Background: an optimization exercise with open tools, aiming at small area, a short achievable clock period and few clock cycles per item. Do not read the settings as production practice.
Only simulation tests tie the RTL to the original design; equivalence was not proved.
Power figures rest on the tool's default switching activity, not on a simulated workload.

## alpha
==> flow/design.v <==
package tea_pkg;
    typedef logic [31:0] word_t;
    localparam word_t tea_delta = 32'h9e3779b9;
    function automatic logic [1023:0] sum_table();
        logic [1023:0] t;
        word_t s;
        s = '0;
        for (int j = 0; j < 32; j++) begin
            s = s + tea_delta;
            t[j*32 +: 32] = s;
        end
        sum_table = t;
    endfunction
    localparam logic [1023:0] sum_tab = sum_table();
    function automatic logic [32:0] add32(input word_t a, input word_t b, input logic cin);
        word_t pp, gg, p0, g0, c;
        int    j;
        p0 = a ^ b;
        g0 = a & b;
        pp = p0;
        gg = g0;
        gg[0] = gg[0] | (pp[0] & cin);
        for (int l = 0; l < 5; l++) begin
            for (int i = 31; i >= 0; i--) begin
                if (l == 0 && i == 1) begin
                    gg[i] = g0[1] | ((p0[1] & a[0]) & b[0]) | ((p0[1] & p0[0]) & cin);
                    pp[i] = p0[1] & p0[0];
                end else if (l > 0 && i == (1 << l)) begin
                    gg[i] = g0[i] | (p0[i] & g0[i - 1]) | (p0[i] & p0[i - 1] & gg[i - 2]);
                    pp[i] = p0[i] & p0[i - 1] & pp[i - 2];
                end else if ((i >> l) & 1) begin
                    j = ((i >> l) << l) - 1;
                    gg[i] = gg[i] | (pp[i] & gg[j]);
                    pp[i] = pp[i] & pp[j];
                end
            end
        end
        c = {gg[30:0], cin};
        add32 = {gg[31], p0 ^ c};
    endfunction
endpackage
`timescale 1ns/1ps
module crypt_machine #(
    parameter int data_in_w = 32,
    parameter int rounds    = 32
) (
    input  logic                  clk,
    input  logic                  resetn,
    input  logic [data_in_w-1:0]  data_in,
    input  logic                  go,
    input  logic                  decrypt,
    output logic                  done,
    output tea_pkg::word_t        display
);
    logic            s_load;       
    logic            s_load_rel;   
    logic            s_wait_op;    
    logic            s_run;        
    logic            s_wait_dec;   
    logic            s_wait_clr;   
    logic            s_clr_rel;    
    logic            s_start;      
    logic            op_dec;       
    logic            running;      
    logic [2:0]      widx;
    logic            dec;        
    logic [6:0]      t;          
    tea_pkg::word_t  p, q;
    tea_pkg::word_t  r0, r1, r2, r3;
    tea_pkg::word_t  g;          
    logic            cin;
    tea_pkg::word_t  s;          
    logic press_enc, press_dec;
    assign press_enc = s_wait_op && go;
    assign press_dec = (s_wait_op && !go && decrypt) || (s_wait_dec && decrypt);
    logic start_enc, start_dec, start;
    assign start     = s_start;
    assign start_enc = s_start && !op_dec;
    assign start_dec = s_start && op_dec;
    logic last;
    assign last = running && t[6];
    tea_pkg::word_t nw;
    logic           ovf;
    assign {ovf, nw} = tea_pkg::add32(p, g, cin);
    logic [27:0] a_x, a_y, a_z, a_s, a_c;
    logic [32:0] a_sum;
    assign a_x   = p[27:0];
    assign a_y   = g[27:0];
    assign a_z   = r0[31:4];
    assign a_s   = a_x ^ a_y ^ a_z;
    assign a_c   = (a_x & a_y) | (a_x & a_z) | (a_y & a_z);
    assign a_sum = tea_pkg::add32({4'd0, a_s}, {4'd0, a_c[26:0], cin}, 1'b0);
    tea_pkg::word_t b_s, b_c;
    logic [32:0]    b_sum;
    assign b_s   = p ^ g ^ s;
    assign b_c   = (p & g) | (p & s) | (g & s);
    assign b_sum = tea_pkg::add32(b_s, {b_c[30:0], cin}, 1'b0);
    tea_pkg::word_t c_z, c_s, c_c;
    logic [32:0]    c_sum;
    logic           c27;
    assign c_z   = {r1[26:0], 5'd0};
    assign c_s   = p ^ g ^ c_z;
    assign c_c   = (p & g) | (p & c_z) | (g & c_z);
    assign c_sum = tea_pkg::add32(c_s, {c_c[30:0], cin}, 1'b0);
    assign c27   = ovf ? (c_c[31] && c_sum[32]) : (c_c[31] || c_sum[32]);
    logic [4:0] r1_hi, r1_hi1;
    assign r1_hi  = r1[31:27];
    assign r1_hi1 = r1[31:27] + 5'd1;
    tea_pkg::word_t f_lo, g_nx;
    logic [4:0]     x_hi, g_hi0, g_hi1;
    assign f_lo  = {a_sum[27:0], r0[3:0]} ^ b_sum[31:0] ^ {5'd0, c_sum[31:5]};
    assign x_hi  = f_lo[31:27] ^ {5{dec}};
    assign g_hi0 = (x_hi ^ r1_hi)  & {5{m_n}};
    assign g_hi1 = (x_hi ^ r1_hi1) & {5{m_n}};
    assign g_nx  = {c27 ? g_hi1 : g_hi0, (f_lo[26:0] ^ {27{dec}}) & {27{m_n}}};
    logic       dec_n, m_n;
    assign dec_n = start ? start_dec : (running ? dec : 1'b1);
    assign m_n   = start ? start_dec : (running && (!dec || (t[5:0] != 6'd63)));
    logic [4:0] jh, sidx;
    assign jh   = t[5:1] + {4'd0, dec | t[0]};
    assign sidx = running ? (jh ^ {5{dec}}) : 5'd31;
    always_ff @(posedge clk) begin
        g    <= g_nx;
        cin  <= m_n && dec;
        s    <= start_enc ? tea_pkg::tea_delta : tea_pkg::sum_tab[sidx*32 +: 32];
    end
    logic load_q, load_p;
    assign load_q = s_load && (widx <= 3'd1);
    assign load_p = s_load_rel && (widx == 3'd0);
    logic rot, load_r2, load_r3;
    assign rot     = start || running ||
                     (s_load_rel && !go && ((widx == 3'd3) || (widx == 3'd5)));
    assign load_r2 = s_load && ((widx == 3'd2) || (widx == 3'd4));
    assign load_r3 = s_load && ((widx == 3'd3) || (widx == 3'd5));
    always_ff @(posedge clk) begin
        if (load_q || running || start) begin
            q <= load_q ? data_in : nw;
        end
        if (load_p || running || start) begin
            p <= q;
        end
        if (rot) begin
            r0 <= r2;
            r1 <= r3;
        end
        if (rot || load_r2) begin
            r2 <= load_r2 ? data_in : r0;
        end
        if (rot || load_r3) begin
            r3 <= load_r3 ? data_in : r1;
        end
    end
    logic last_word;
    assign last_word = (widx == 3'd5);
    always_ff @(posedge clk) begin
        if (!resetn) begin
            s_load     <= 1'b1;
            s_load_rel <= 1'b0;
            s_wait_op  <= 1'b0;
            s_start    <= 1'b0;
            s_run      <= 1'b0;
            s_wait_dec <= 1'b0;
            s_wait_clr <= 1'b0;
            s_clr_rel  <= 1'b0;
            running    <= 1'b0;
            widx       <= '0;
            done       <= 1'b0;
        end else begin
            s_load     <= (s_load && !go) || (s_load_rel && !go && !last_word) ||
                          (s_clr_rel && !go);
            s_load_rel <= (s_load || s_load_rel) && go;
            s_wait_op  <= (s_load_rel && !go && last_word) ||
                          (s_wait_op && !go && !decrypt);
            s_start    <= press_enc || press_dec;
            s_run      <= s_start || (s_run && !done);
            s_wait_dec <= (s_run && done && !dec) || (s_wait_dec && !decrypt && !go);
            s_wait_clr <= (s_run && done && dec) || (s_wait_clr && !go);
            s_clr_rel  <= (s_wait_dec && !decrypt && go) || ((s_wait_clr || s_clr_rel) && go);
            running    <= start || (running && !t[6]);
            done       <= last;
            if (s_load_rel && !go) begin
                widx <= widx + 3'd1;
            end else if (s_clr_rel && !go) begin
                widx <= '0;
            end
        end
    end
    always_ff @(posedge clk) begin
        op_dec <= press_dec;
        dec <= dec_n;
        if (start) begin
            t <= '0;
        end else if (running) begin
            t <= t + 7'd1;
        end
    end
    always_ff @(posedge clk) begin
        if (!resetn || s_clr_rel) begin
            display <= '0;
        end else if (last) begin
            display <= {nw[15:0], q[15:0]};
        end
    end
endmodule
==> flow/config.mk <==
export PLATFORM = sky130hd
export DESIGN_NAME = crypt_machine
export DESIGN_NICKNAME = crypt_machine
export VERILOG_FILES = /design/flow/design.v
export SDC_FILE = /design/flow/constraint.sdc
export NUM_CORES = 4
export LEC_CHECK = 0
export CAP_MARGIN = 20
export CORE_MARGIN = 2
export CORE_UTILIZATION = 50
export CTS_CLUSTER_DIAMETER = 100
export CTS_CLUSTER_SIZE = 24
export PLACE_DENSITY = 0.7
export SLEW_MARGIN = 20
==> flow/constraint.sdc <==
create_clock -name core_clock -period 12.0 [get_ports {clk}]
set_input_delay 2.4000 -clock core_clock [delete_from_list [all_inputs] [get_ports {clk}]]
set_output_delay 2.4000 -clock core_clock [all_outputs]
set_load 0.01 [all_outputs]
standard.sh (not shown) runs the stock make flow with config.mk's settings and CLKGATE_MAP_FILE= SYNTH_SCRIPT=/design/flow/synth_recipe.tcl, a recipe that flattens the netlist after the stock synthesis.
==> flow/flow/run.sh <==
#!/bin/bash
set -euo pipefail
export SETUP_SLACK_MARGIN=8.2
export BUFFER_PORTS_ARGS="-buffer_cell sky130_fd_sc_hd__buf_4"
bash standard.sh MATCH_CELL_FOOTPRINT=0 finish > standard.log 2>&1
Testbench counts of alpha, summed over its fixed seeds: cycles 7,848, ops 96.
Here is what was changed in the inputs of beta compared with alpha.
- an added ABC_AREA of 1
==> flow/flow/run.sh <==
#!/bin/bash
set -euo pipefail
export SETUP_SLACK_MARGIN=8.1
export BUFFER_PORTS_ARGS="-buffer_cell sky130_fd_sc_hd__buf_4"
bash standard.sh MATCH_CELL_FOOTPRINT=0 finish > standard.log 2>&1
[summary]
Cmp beta vs alpha: ratio of total power to cell area lower in beta
Taking beta as 1.0, alpha lands at 0.75 on number of standard cells after synthesis.
First-pass GRT wire length of beta exceeds that of alpha by more than 10%.
The estimated power of beta ends up higher than the estimate for alpha.
Count of non-CTS buffers in the layout, beta vs alpha: down by more than a quarter
#### Input delta (gamma over beta)
==> flow/flow/run.sh <==
#!/bin/bash
set -euo pipefail
export SETUP_SLACK_MARGIN=8.5
export BUFFER_PORTS_ARGS="-buffer_cell sky130_fd_sc_hd__buf_4"
bash standard.sh MATCH_CELL_FOOTPRINT=0 finish > standard.log 2>&1
[summary]
gamma completed every stage of the flow, and the final layout passed the timing, DRC and antenna checks. Sequential share of layout area: gamma < beta. Total routed wirelength was higher in the run labelled gamma. Placeable core area came out exactly the same in gamma and beta. In terms of synthesized cell count, beta and gamma differ only marginally. gamma against beta: sequential power share fell by 0.2 points, number of buffers and inverters on the critical path fell by 2, maximum VDD drop stayed essentially flat. Cell count in gamma vs beta: up 0.61%. gamma gives more area growth from synthesis to final layout than beta did. gamma gives less maximum fanout along the worst path than beta did. Via count is lower on beta.
For delta, these inputs were changed with respect to gamma:
- ABC_AREA: 1 -> unset
==> flow/flow/run.sh <==
#!/bin/bash
set -euo pipefail
export SETUP_SLACK_MARGIN=8.3
export BUFFER_PORTS_ARGS="-buffer_cell sky130_fd_sc_hd__buf_4"
bash standard.sh MATCH_CELL_FOOTPRINT=0 finish > standard.log 2>&1
==> comparison <==
- Per the comparison of delta with gamma, non-clock buffer area fraction after layout now larger, count of filler cells inserted in the layout now smaller, post-layout total power now smaller, area fraction in and, or, nand and nor cells after synthesis now smaller.
- After synthesis and placement, the instance count of delta is below that of gamma.
- For die area, dividing the value from delta by the value from gamma gives 0.941.
- delta vs gamma, slowest cell on the critical path: sky130_fd_sc_hd__fa_1 vs sky130_fd_sc_hd__dfxtp_4
diff inputs: delta => epsilon
==> flow/flow/run.sh <==
#!/bin/bash
set -euo pipefail
export SETUP_SLACK_MARGIN=8.6
export BUFFER_PORTS_ARGS="-buffer_cell sky130_fd_sc_hd__buf_4"
bash standard.sh MATCH_CELL_FOOTPRINT=0 finish > standard.log 2>&1
- delta reached the end of the flow, and the finished layout is clean on the timing, DRC and antenna checks.
- epsilon: PASS, flow complete, no timing, DRC or antenna violations
- Relative to delta, detailed-router iteration count before antenna repair increased by 1 in epsilon.
- Compared with delta, number of global-route vias before repair in epsilon increased by a few percent.
- Cmp delta and epsilon / global-route wire length before repair / higher: epsilon
- On number of filler cells placed in the layout, the higher figure sits with delta, not epsilon.
- Diff delta -> epsilon: worst setup slack rose 0.12 ns, count of buffers not belonging to the clock network in the layout climbed 25, via count now sits higher, final worst hold slack went down by 0.0069 ns.

## port drivers added, routing unchanged
Ports are ideal in the flow. The routed layouts listed here were re-timed in OpenROAD.
Step 1 sets driving cells, clkbuf_16 on the clock port and buf_2 on the other inputs (assumed; they add their load-dependent delay and slew).
Step 2 also shifts input and output timing later by t, the mid clock arrival at the registers, as if the neighbouring blocks saw the same clock.
a / b / c = no drivers / after step 1 / after step 2; a / b = the first two.
run	t, ns	slack for setup (ns)	slew at the worst register clock pin (ns)
alpha	0.578	8.295 / 8.325 / 7.747	0.11 / 0.11
beta	0.582	8.393 / 8.393 / 8.016	0.10 / 0.10
gamma	0.581	8.553 / 8.500 / 8.018	0.10 / 0.10
delta	0.571	8.384 / 8.384 / 7.980	0.10 / 0.10
epsilon	0.588	8.503 / 8.503 / 8.130	0.11 / 0.11
After both steps setup and hold are still met in every run listed. For alpha, which loses most, drivers alone change the setup slack by +0.030 ns; drivers and shift together by -0.548 ns.
